This is an optimization exercise on Yosys and OpenROAD, whose aim is small area and a short achievable clock period, not a production implementation. RTL that was checked went through simulation tests only; none was proved equivalent to the original. Power and IR drop assume default switching activity.

Setup of run A:
==> flow/design.v <==
module ddr5_dimm_responder (
  input  logic        clk,
  input  logic        rst,
  input  logic        cmd_valid,
  input  logic [2:0]  cmd_type,
  input  logic        cmd_channel,
  input  logic [2:0]  cmd_bg,
  input  logic [1:0]  cmd_bank,
  input  logic [15:0] cmd_row,
  input  logic [5:0]  cmd_col,
  output logic        rd_valid,
  output logic [26:0] rd_tag,
  output logic        wr_ack,
  output logic [26:0] wr_tag,
  output logic        err_valid,
  output logic [2:0]  err_code,
  output logic [5:0]  open_banks
);
  localparam logic [6:0]   T_ACT_LD = 7'b0110000;   
  localparam logic [6:0]   T_PRE_LD = 7'b1000010;   
  localparam logic [127:0] OPEN_SET = 128'h00040560043368510238258d164a1301;
  logic [2:0]  eff;
  assign eff = (cmd_valid && !cmd_channel) ? cmd_type : 3'd0;
  logic [2:0]  p_type;
  logic [4:0]  p_idx;
  logic [15:0] p_row;
  logic [5:0]  p_col;
  always_ff @(posedge clk) begin
    p_type <= eff;
    p_idx  <= {cmd_bg, cmd_bank};
    p_row  <= cmd_row;
    p_col  <= cmd_col;
  end
  logic dec_q;   
  always_ff @(posedge clk or posedge rst) begin
    if (rst) dec_q <= 1'b0;
    else     dec_q <= !dec_q && (eff == 3'd1 || eff == 3'd3 || eff == 3'd5);
  end
  logic [4:0] idx_in;
  assign idx_in = {cmd_bg, cmd_bank};
  logic [6:0]  tmr  [32];
  logic [31:0] live;
  logic [15:0] rows [32];
  logic        f_act, f_pre;
  logic [4:0]  f_idx;
  function automatic logic [6:0] tmr_step(input logic [6:0] q);
    tmr_step = {q[5:0], (q[6] == q[5]) && (q != 7'd0)};
  endfunction
  logic [31:0] pre_ok_v, pre_err_v;
  always_comb begin
    for (int i = 0; i < 32; i++) begin
      pre_ok_v[i]  = live[i] && (tmr[i] == 7'd0) && !(f_pre && f_idx == 5'(i));
      pre_err_v[i] = (live[i] && (tmr[i] != 7'd0)) || (f_act && f_idx == 5'(i));
    end
  end
  logic [6:0] s_p;
  logic       closed_p, live_p, open_p;
  assign s_p      = tmr[p_idx];
  assign live_p   = live[p_idx];
  assign closed_p = !live_p && (s_p == 7'd0);
  assign open_p   = live_p && OPEN_SET[s_p];
  logic p_is_act, p_is_rd;
  assign p_is_act = (p_type == 3'd1);
  assign p_is_rd  = (p_type == 3'd3);
  logic pair_ok, pair_err;
  logic [2:0] pair_code;
  assign pair_ok   = (eff == p_type + 3'd1) && (idx_in == p_idx) &&
                     (p_is_act ? (cmd_row == p_row) : (cmd_col == p_col));
  assign pair_err  = p_is_act ? !closed_p : !open_p;
  assign pair_code = p_is_act ? (live_p ? 3'd1 : 3'd5) : 3'd2;
  logic is_half2, is_pre;
  assign is_half2 = (eff == 3'd2) || (eff == 3'd4) || (eff == 3'd6);
  assign is_pre   = (eff == 3'd7);
  logic err_v_d, exec_act, exec_rw, exec_pre;
  logic [2:0] err_c_d;
  assign err_v_d  = dec_q ? (!pair_ok || pair_err) : (is_half2 || (is_pre && pre_err_v[idx_in]));
  assign err_c_d  = dec_q ? (pair_ok ? pair_code : 3'd4) : (is_half2 ? 3'd4 : 3'd3);
  assign exec_act = dec_q && pair_ok && p_is_act && closed_p;
  assign exec_rw  = dec_q && pair_ok && !p_is_act && open_p;
  assign exec_pre = !dec_q && is_pre && pre_ok_v[idx_in];
  logic       err_valid_q;
  logic [2:0] err_code_q;
  logic [5:0] open_q;
  always_ff @(posedge clk or posedge rst) begin
    if (rst) begin
      err_valid_q <= 1'b0;
      err_code_q  <= 3'd0;
      f_act       <= 1'b0;
      f_pre       <= 1'b0;
      open_q      <= 6'd0;
    end else begin
      err_valid_q <= err_v_d;
      err_code_q  <= err_c_d;
      f_act       <= exec_act;
      f_pre       <= exec_pre;
      open_q      <= open_q + {5'd0, f_act} - {5'd0, f_pre};
    end
  end
  always_ff @(posedge clk) f_idx <= dec_q ? p_idx : idx_in;
  always_ff @(posedge clk or posedge rst) begin
    if (rst) begin
      live <= '0;
      for (int i = 0; i < 32; i++) tmr[i] <= 7'd0;
    end else begin
      for (int i = 0; i < 32; i++) begin
        if (f_act && f_idx == 5'(i)) begin
          tmr[i]  <= T_ACT_LD;
          live[i] <= 1'b1;
        end else if (f_pre && f_idx == 5'(i)) begin
          tmr[i]  <= T_PRE_LD;
          live[i] <= 1'b0;
        end else begin
          tmr[i]  <= tmr_step(tmr[i]);
        end
      end
    end
  end
  always_ff @(posedge clk) begin
    for (int i = 0; i < 32; i++)
      if (dec_q && p_is_act && closed_p && p_idx == 5'(i)) rows[i] <= p_row;
  end
  localparam int HL = 19;
  logic          ph;
  logic          s_v, s_r;
  logic [10:0]   s_d;
  logic [HL:1]   h_v, h_r, h_late;
  logic [10:0]   h_d [1:HL];
  always_ff @(posedge clk or posedge rst) begin
    if (rst) begin
      ph  <= 1'b0;
      s_v <= 1'b0;
      h_v <= '0;
    end else begin
      ph  <= !ph;
      s_v <= exec_rw;
      if (ph) h_v <= {h_v[HL-1:1], exec_rw || s_v};
    end
  end
  always_ff @(posedge clk) begin
    s_r <= p_is_rd;
    s_d <= {p_idx, p_col};
    if (ph) begin
      h_r[1]    <= exec_rw ? p_is_rd : s_r;
      h_late[1] <= exec_rw;
      h_d[1]    <= exec_rw ? {p_idx, p_col} : s_d;
      h_r[HL:2]    <= h_r[HL-1:1];
      h_late[HL:2] <= h_late[HL-1:1];
      for (int k = 2; k <= HL; k++) h_d[k] <= h_d[k-1];
    end
  end
  logic        wr_early, wr_look, rd_look;
  logic [10:0] sel_d;
  logic [15:0] row_m;
  assign wr_early = ph && h_v[HL-1] && !h_r[HL-1] && !h_late[HL-1];
  assign wr_look  = wr_early || (!ph && h_v[HL] && !h_r[HL] && h_late[HL]);
  assign rd_look  = h_v[HL] && h_r[HL] && (ph == h_late[HL]);
  assign sel_d    = wr_early ? h_d[HL-1] : h_d[HL];
  assign row_m    = rows[sel_d[10:6]];
  logic        rd_look_q, rd_valid_q, wr_ack_q;
  logic [26:0] rd_tag_q, wr_tag_q;
  always_ff @(posedge clk or posedge rst) begin
    if (rst) begin
      rd_look_q  <= 1'b0;
      rd_valid_q <= 1'b0;
      wr_ack_q   <= 1'b0;
      rd_tag_q   <= '0;
      wr_tag_q   <= '0;
    end else begin
      rd_look_q  <= rd_look;
      rd_valid_q <= rd_look_q;
      wr_ack_q   <= wr_look;
      if (rd_look) rd_tag_q <= {sel_d[10:6], row_m, sel_d[5:0]};
      if (wr_look) wr_tag_q <= {sel_d[10:6], row_m, sel_d[5:0]};
    end
  end
  assign rd_valid   = rd_valid_q;
  assign rd_tag     = rd_tag_q;
  assign wr_ack     = wr_ack_q;
  assign wr_tag     = wr_tag_q;
  assign err_valid  = err_valid_q;
  assign err_code   = err_code_q;
  assign open_banks = open_q;
endmodule
export LEC_CHECK = 0
export CAP_MARGIN = 20
export CORE_MARGIN = 2
export CORE_UTILIZATION = 40
export SLEW_MARGIN = 20
create_clock -name core_clock -period 20.0 [get_ports {clk}]
standard.sh (not shown) runs the stock make flow with config.mk's settings and CLKGATE_MAP_FILE= SYNTH_SCRIPT=/design/flow/synth_recipe.tcl, a recipe that flattens the netlist after the stock synthesis.
==> flow/flow/run.sh <==
#!/bin/bash
# Standard ORFS layout (the standard.sh) with extra optimisation effort: repair_timing is
# asked to leave extra setup margin, and cells may be resized across footprints. The timing
# constraints (constraint.sdc) are unchanged.
set -euo pipefail
source flow/knobs.sh
bash standard.sh SETUP_SLACK_MARGIN=$MARGIN MATCH_CELL_FOOTPRINT=0 $EXTRA finish > standard_make.log 2>&1
==> flow/flow/knobs.sh <==
MARGIN=14.6
EXTRA=""
[inputs] run B vs run A
==> flow/run.sh (new file) <==
#!/bin/bash
# synth_recipe.tcl (not shown) runs the flow's synth.tcl, then flattens the netlist and writes it again
# the make line also repeats each setting of config.mk as NAME=value (left out here)
make -C /OpenROAD-flow-scripts/flow DESIGN_CONFIG=/design/flow/config.mk WORK_HOME=/design/flow/orfs CLKGATE_MAP_FILE= SYNTH_SCRIPT=/design/flow/synth_recipe.tcl finish
removed: flow/flow/run.sh
removed: flow/flow/knobs.sh
removed: flow/standard.sh
Findings:
Of run A and run B, the run reporting the higher post-route worst setup slack was run A.
The total power of run B falls short of that of run A by 0.98%.
Run B against run A; cell area power density is up slightly.
Run B against run A; via count is down slightly.
Summary of the comparison: total leakage power is lower in run B, relative to run A.
Compared with run A, run B shows a signed area change from the synthesized netlist to the final layout that is 2.0 points lower.
In run B, the routed wire length came out about 2% below the value in run A.
Of run A and run B, the lower instance count on the critical path belongs to run B.
No functional check of the RTL was part of any run of this note.

---

Setup of job 6140:
ddr5_dimm_responder, a different RTL version from the one above (not shown whole).
For scale: roughly 2900 cells after synthesis, ~44000 sq um of cells after synthesis.
Settings: LEC_CHECK=0, CAP_MARGIN=20, CORE_MARGIN=2, CORE_UTILIZATION=40, SLEW_MARGIN=20; clock period 20.0 ns.
==> flow/flow/run.sh <==
#!/bin/bash
# Standard ORFS layout (the standard.sh) with extra optimisation effort:
# - the platform's don't-use list plus the 4-input NOR/OR cells (slow stacked PMOS), so
#   synthesis builds the input-side compare trees from faster gates;
# - repair_timing asked to leave extra setup margin, cells resized across footprints;
# - port buffers of a fixed small cell, clock tree with larger sink clusters and no dummy loads.
# The timing constraints (constraint.sdc) are unchanged; every port still gets a buffer.
set -euo pipefail
source flow/knobs.sh
DONT_USE="$(tr '\n' ' ' < flow/dont_use.txt)"
bash standard.sh SETUP_SLACK_MARGIN=$MARGIN MATCH_CELL_FOOTPRINT=0 "DONT_USE_CELLS=$DONT_USE" \
  "CTS_ARGS=$CTS" "BUFFER_PORTS_ARGS=$PORTBUF" $EXTRA finish > standard_make.log 2>&1
==> flow/flow/knobs.sh <==
MARGIN=14.7
CTS="-sink_clustering_enable -repair_clock_nets -dont_use_dummy_load -sink_clustering_size 30 -sink_clustering_max_diameter 60"
PORTBUF="-buffer_cell sky130_fd_sc_hd__buf_2"
EXTRA=""
Other scripts of this flow, unchanged in this note and not shown: flow/flow/dont_use.txt
What job 6510 does differently from job 6140 at the input level:
==> flow/flow/knobs.sh <==
MARGIN=14.8
CTS="-sink_clustering_enable -repair_clock_nets -dont_use_dummy_load -sink_clustering_size 30 -sink_clustering_max_diameter 60"
PORTBUF="-buffer_cell sky130_fd_sc_hd__buf_2"
EXTRA="CORE_UTILIZATION=45"
Results
- Job 6140 → job 6510: pin count of the biggest net entering global routing dropped 85; later-pin clock latency in the skew report dropped 0.03 ns; power spent charging and discharging nets climbed 3.6%.
diff inputs: job 6510 => job 2130
==> flow/flow/knobs.sh <==
MARGIN=14.7
CTS="-sink_clustering_enable -repair_clock_nets -dont_use_dummy_load -sink_clustering_size 30 -sink_clustering_max_diameter 60"
PORTBUF="-buffer_cell sky130_fd_sc_hd__buf_2"
EXTRA="CAP_MARGIN=10 SLEW_MARGIN=10"
==> comparison <==
Between job 6510 and job 2130, the flow reports first-pass GRT wire length decreasing by a few percent.
Of job 2130 and job 6510, it is job 2130 that has the higher final cycle utilization of the critical path.
Going from job 6510 to job 2130, minimum clock period after layout grows by 0.031 ns.
Design area improves in job 2130 relative to job 6510.
[job 2130 vs job 6510] clock buffer instance count of the final layout: lower in job 2130
Summary: with job 6510 as the reference, inverter count in job 2130 moved down slightly.
Compared with job 6510, job 2130 shows CTS buffer count that has gone down by more than 10%.
Relative to job 2130, the following input files were edited for job 8202:
diff --git a/flow/flow/knobs.sh b/flow/flow/knobs.sh
--- a/flow/flow/knobs.sh
+++ b/flow/flow/knobs.sh
@@ -3,2 +3,2 @@
 PORTBUF="-buffer_cell sky130_fd_sc_hd__buf_2"
-EXTRA="CAP_MARGIN=10 SLEW_MARGIN=10"
+EXTRA="CORE_UTILIZATION=50"
Notes after the runs:
When the final numbers for job 2130 and job 8202 were put side by side, the slack of the critical path turned out to be smaller in job 8202.
On utilization: between job 2130 and job 8202, it ends up higher for job 8202.
Against job 2130 as the reference, job 8202 delivers a higher area growth from synthesis to layout.
Job 8202: portion of the clock cycle consumed by the worst path in the final layout is 0.52 points higher than what job 2130 reported.
Job 8202 vs. job 2130: combinational power went up by about 1%.
Total wirelength of the detailed-routed design ended up about 4.7% higher on job 8202 than on job 2130.
As of job 8202, routability congestion estimate had fallen slightly compared to job 2130.
Against job 2130 as the reference, job 8202 delivers a lower sequential portion of the cell area.
Job 8202 vs. job 2130: via count moved up, combined buffer and inverter count along the critical path moved up.

---

ddr5_dimm_responder, a different RTL version from the one above (not shown whole).
For scale: roughly 2900 cells after synthesis, about 43000 um^2 of cells after synthesis.
## ddr5_dimm_responder
module ddr5_dimm_responder (
  input  logic        clk,
  input  logic        rst,
  input  logic        cmd_valid,
  input  logic [2:0]  cmd_type,
  input  logic        cmd_channel,
  input  logic [2:0]  cmd_bg,
  input  logic [1:0]  cmd_bank,
  input  logic [15:0] cmd_row,
  input  logic [5:0]  cmd_col,
  output logic        rd_valid,
  output logic [26:0] rd_tag,
  output logic        wr_ack,
  output logic [26:0] wr_tag,
  output logic        err_valid,
  output logic [2:0]  err_code,
  output logic [5:0]  open_banks
);
clock: 20.0 ns
lec_check: 0
cap_margin: 20
core_margin: 2
core_utilization: 40
slew_margin: 20
==> flow/flow/dont_use.txt <==
sky130_fd_sc_hd__lpflow_bleeder_1
sky130_fd_sc_hd__lpflow_clkbufkapwr_1
sky130_fd_sc_hd__lpflow_clkbufkapwr_16
sky130_fd_sc_hd__lpflow_clkbufkapwr_2
sky130_fd_sc_hd__lpflow_clkbufkapwr_4
sky130_fd_sc_hd__lpflow_clkbufkapwr_8
sky130_fd_sc_hd__lpflow_clkinvkapwr_1
sky130_fd_sc_hd__lpflow_clkinvkapwr_16
sky130_fd_sc_hd__lpflow_clkinvkapwr_2
sky130_fd_sc_hd__lpflow_clkinvkapwr_4
sky130_fd_sc_hd__lpflow_clkinvkapwr_8
sky130_fd_sc_hd__lpflow_decapkapwr_12
sky130_fd_sc_hd__lpflow_decapkapwr_3
sky130_fd_sc_hd__lpflow_decapkapwr_4
sky130_fd_sc_hd__lpflow_decapkapwr_6
sky130_fd_sc_hd__lpflow_decapkapwr_8
sky130_fd_sc_hd__lpflow_inputiso0n_1
sky130_fd_sc_hd__lpflow_inputiso0p_1
sky130_fd_sc_hd__lpflow_inputiso1n_1
sky130_fd_sc_hd__lpflow_inputiso1p_1
sky130_fd_sc_hd__lpflow_inputisolatch_1
sky130_fd_sc_hd__lpflow_isobufsrc_1
sky130_fd_sc_hd__lpflow_isobufsrc_16
sky130_fd_sc_hd__lpflow_isobufsrc_2
sky130_fd_sc_hd__lpflow_isobufsrc_4
sky130_fd_sc_hd__lpflow_isobufsrc_8
sky130_fd_sc_hd__lpflow_isobufsrckapwr_16
sky130_fd_sc_hd__lpflow_lsbuf_lh_hl_isowell_tap_1
sky130_fd_sc_hd__lpflow_lsbuf_lh_hl_isowell_tap_2
sky130_fd_sc_hd__lpflow_lsbuf_lh_hl_isowell_tap_4
sky130_fd_sc_hd__lpflow_lsbuf_lh_isowell_4
sky130_fd_sc_hd__lpflow_lsbuf_lh_isowell_tap_1
sky130_fd_sc_hd__lpflow_lsbuf_lh_isowell_tap_2
sky130_fd_sc_hd__lpflow_lsbuf_lh_isowell_tap_4
sky130_fd_sc_hd__probe_p_8
sky130_fd_sc_hd__probec_p_8
sky130_fd_sc_hd__nor4_1
sky130_fd_sc_hd__nor4_2
sky130_fd_sc_hd__nor4_4
sky130_fd_sc_hd__nor4b_1
sky130_fd_sc_hd__nor4b_2
sky130_fd_sc_hd__nor4b_4
sky130_fd_sc_hd__nor4bb_1
sky130_fd_sc_hd__nor4bb_2
sky130_fd_sc_hd__nor4bb_4
sky130_fd_sc_hd__or4_1
sky130_fd_sc_hd__or4_2
sky130_fd_sc_hd__or4_4
sky130_fd_sc_hd__or4b_1
sky130_fd_sc_hd__or4b_2
sky130_fd_sc_hd__or4b_4
sky130_fd_sc_hd__or4bb_1
sky130_fd_sc_hd__or4bb_2
sky130_fd_sc_hd__or4bb_4
==> flow/flow/knobs.sh <==
MARGIN=14.8
CTS="-sink_clustering_enable -repair_clock_nets -dont_use_dummy_load -sink_clustering_size 30 -sink_clustering_max_diameter 60 -balance_levels"
PORTBUF="-buffer_cell sky130_fd_sc_hd__buf_2"
EXTRA="CAP_MARGIN=10 SLEW_MARGIN=10"
Scripts as last shown in full above: flow/flow/run.sh
The first run ran to the end with no violations.
Change:
==> flow/flow/knobs.sh (replaced) <==
MARGIN=14.8
CTS="-sink_clustering_enable -repair_clock_nets -dont_use_dummy_load -sink_clustering_size 30 -sink_clustering_max_diameter 60"
PORTBUF="-buffer_cell sky130_fd_sc_hd__buf_2"
EXTRA=""
Power stays flat.
Cell area barely changes.
Clock power hardly moves.
Cell count stays flat.
Routed wire length barely changes.
Synthesized cell count is unchanged.
Change:
==> flow/flow/knobs.sh (replaced) <==
MARGIN=14.8
CTS="-sink_clustering_enable -repair_clock_nets -dont_use_dummy_load -sink_clustering_size 30 -sink_clustering_max_diameter 70"
PORTBUF="-buffer_cell sky130_fd_sc_hd__buf_2"
EXTRA="CAP_MARGIN=10 SLEW_MARGIN=10"
Outcome:
- The changed run produced a clean layout
- wire length came out lower slightly
- sequential power stays flat
- final cell count is about the same

static timing again, ports no longer ideal:
In the flow no input, the clock included, has a driving cell. The finished layouts below were timed again as built, in two steps.
Step 1 assumes that a clkbuf_16 drives the clock port and a buf_2 every other input.
Step 2 adds t to the input delays and takes it off the output delays; t is the mean of the earliest and latest rising clock arrival at the registers after step 1. Input paths then give back, and output paths get back, about the clock's delay inside the block.
Three values: ideal ports, drivers, drivers and shift; two values: the first two.
run	t, ns	slack for setup (ns)	cell pins on the clock port's net
run A	0.780	13.434 / 13.462 / 12.682	1
run B	0.757	12.487 / 12.534 / 11.777	1
job 6140	0.724	14.644 / 14.659 / 13.962	1
job 6510	0.707	14.786 / 14.725 / 14.117	1
job 2130	0.691	14.755 / 14.704 / 14.107	1
job 8202	0.716	14.651 / 14.651 / 14.059	1
the first run of note 3	0.688	14.809 / 14.744 / 14.272	1
the second run of note 3	0.694	14.794 / 14.730 / 14.236	1
the third run of note 3	0.706	14.747 / 14.684 / 14.235	1
After both steps setup and hold are still met in every run listed. The setup slack of run A, which loses most, moves by +0.028 ns with the drivers and by -0.752 ns with both steps.
